Source: an optimization exercise on an open RTL-to-GDS flow (aim: small area). Production flows keep margins and buffers that such runs may drop.
Function was checked by simulation only, so behaviour that the tests miss may differ from the original.
Power is estimated from default activity; no workload was simulated. The clock port is modelled as an ideal driver; clocking choices that lean on that would not hold on a real chip.

## qdma_h2c_adapter
module qdma_h2c_adapter #(
   parameter int MAX_PKT_LEN = MAX_PKT_LEN_DEF,
   parameter int CNT_W       = 16
) (
   input  logic              axi_aclk,
   input  logic              axi_areset,
   input  logic              s_axis_h2c_tvalid,
   output logic              s_axis_h2c_tready,
   input  logic [DATA_W-1:0] s_axis_h2c_tdata,
   input  logic              s_axis_h2c_tlast,
   input  logic [10:0]       s_axis_h2c_tuser_qid,
   input  logic [5:0]        s_axis_h2c_tuser_mty,
   input  logic [31:0]       s_axis_h2c_tuser_mdata,
   output logic              m_axis_tvalid,
   input  logic              m_axis_tready,
   output logic [DATA_W-1:0] m_axis_tdata,
   output logic [KEEP_W-1:0] m_axis_tkeep,
   output logic              m_axis_tlast,
   output logic [15:0]       m_axis_tuser_size,
   output logic [15:0]       m_axis_tuser_src,
   output logic              m_axis_tuser_err,
   output logic [CNT_W-1:0]  stat_pkt_cnt,
   output logic [CNT_W-1:0]  stat_drop_cnt,
   output logic [CNT_W-1:0]  stat_err_cnt
);
Size in the first run: roughly 2700 cells after synthesis, ~1200 I/O pins, roughly 42000 um^2 of cells after synthesis.
clock: 5.0 ns
lec_check: 0
cap_margin: 20
core_area: 2 2 698 138
die_area: 0 0 700 140
slew_margin: 20
standard.sh (not shown) runs the stock make flow with config.mk's settings and CLKGATE_MAP_FILE= SYNTH_SCRIPT=/design/flow/synth_recipe.tcl, a recipe that flattens the netlist after the stock synthesis.
==> flow/flow/run.sh <==
#!/bin/bash
# Standard ORFS layout, with the smallest buffer on each port instead of the default port buffer,
# and clock tree synthesis without dummy balancing loads.
set -euo pipefail
bash standard.sh BUFFER_PORTS_ARGS="-buffer_cell sky130_fd_sc_hd__buf_1" \
  CTS_ARGS="-sink_clustering_enable -repair_clock_nets -dont_use_dummy_load" finish > standard_flow.log 2>&1
Rerun with:
==> flow/run.sh (new file) <==
#!/bin/bash
# synth_recipe.tcl (not shown) runs the flow's synth.tcl, then flattens the netlist and writes it again
# the make line also repeats each setting of config.mk as NAME=value (left out here)
make -C /OpenROAD-flow-scripts/flow DESIGN_CONFIG=/design/flow/config.mk WORK_HOME=/design/flow/orfs CLKGATE_MAP_FILE= SYNTH_SCRIPT=/design/flow/synth_recipe.tcl finish
Settings changed: CORE_AREA 2 2 698 138 to unset, CORE_MARGIN set to 2, CORE_UTILIZATION set to 40, DIE_AREA 0 0 700 140 to unset.
removed: flow/flow/run.sh
removed: flow/standard.sh
Effect:
- The new run died in 3_2_place_iop
- synthesized cell count does not change
- area after synthesis is unchanged
Rerun with:
Settings changed: CORE_AREA set to 2 2 598 168, CORE_MARGIN 2 to unset, CORE_UTILIZATION 40 to unset, DIE_AREA set to 0 0 600 170.
This time the run ran to the end with no violations.
Synthesized area is unchanged.
Synthesized cell count stays the same.
Rerun with:
==> flow/flow/run.sh (new file) <==
#!/bin/bash
# Standard ORFS layout, with the smallest buffer on each port instead of the default port buffer,
# and clock tree synthesis with larger sink clusters and without dummy balancing loads.
set -euo pipefail
bash standard.sh BUFFER_PORTS_ARGS="-buffer_cell sky130_fd_sc_hd__buf_1" \
  CTS_ARGS="-sink_clustering_enable -repair_clock_nets -dont_use_dummy_load -sink_clustering_size 30 -sink_clustering_max_diameter 80" finish > standard_flow.log 2>&1
==> flow/standard.sh (new file) <==
#!/bin/bash
# synth_recipe.tcl (not shown) runs the flow's synth.tcl, then flattens the netlist and writes it again
# the make line also repeats each setting of config.mk as NAME=value (left out here)
make -C /OpenROAD-flow-scripts/flow DESIGN_CONFIG=/design/flow/config.mk WORK_HOME=/design/flow/orfs CLKGATE_MAP_FILE= SYNTH_SCRIPT=/design/flow/synth_recipe.tcl "${@:-finish}"
Settings changed: CORE_AREA 2 2 598 168 to 2 2 698 138, DIE_AREA 0 0 600 170 to 0 0 700 140.
removed: flow/run.sh
The new run finished clean.
First-iteration DRC count drops by about 32%.
Setup slack is better by 0.22 ns.
Critical path depth drops by 3.
Global-route usage drops by 6.3 points.
Hold slack is worse by 0.071 ns.
Clock-buffer cell count drops by 90.
Total power drops by about 20%.
Die area drops by about 4%.
Synthesized area does not change.
Non-clock buffer count drops by 9.
Final cell count drops by about 4%.

==> separate check: timing with driven ports <==
How much do the figures lean on ideal ports? The routed layouts below were timed once more, with nothing changed but the port constraints.
Step 1 sets driving cells, clkbuf_16 on the clock port and buf_2 on the other inputs (assumed; they add their load-dependent delay and slew).
Step 2 moves the port delays by t, midway between the first and last clock arrival at a register: inputs arrive t later, outputs are due t later. That takes back most of the time a late clock gives input paths.
Three values: ideal ports, drivers, drivers and shift; two values: the first two.
run | shift t [ns] | slack for setup (ns) | hold slack, ns | clock arrival spread, ns | slew at the worst register clock pin (ns)
the first run | 0.675 | 0.892 / 0.915 / 0.239 | 0.403 / 0.354 / 0.463 | 0.053 / 0.053 | 0.08 / 0.08
the third run | 0.720 | 0.686 / 0.719 / -0.001 | 0.460 / 0.460 / 0.460 | 0.025 / 0.025 | 0.08 / 0.08
the fourth run | 0.687 | 0.906 / 0.929 / 0.242 | 0.389 / 0.340 / 0.474 | 0.063 / 0.062 | 0.12 / 0.12
With both steps, setup timing fails in the third run, where it was met with ideal ports. For the third run, which loses most, drivers alone change the setup slack by +0.033 ns; drivers and shift together by -0.687 ns.
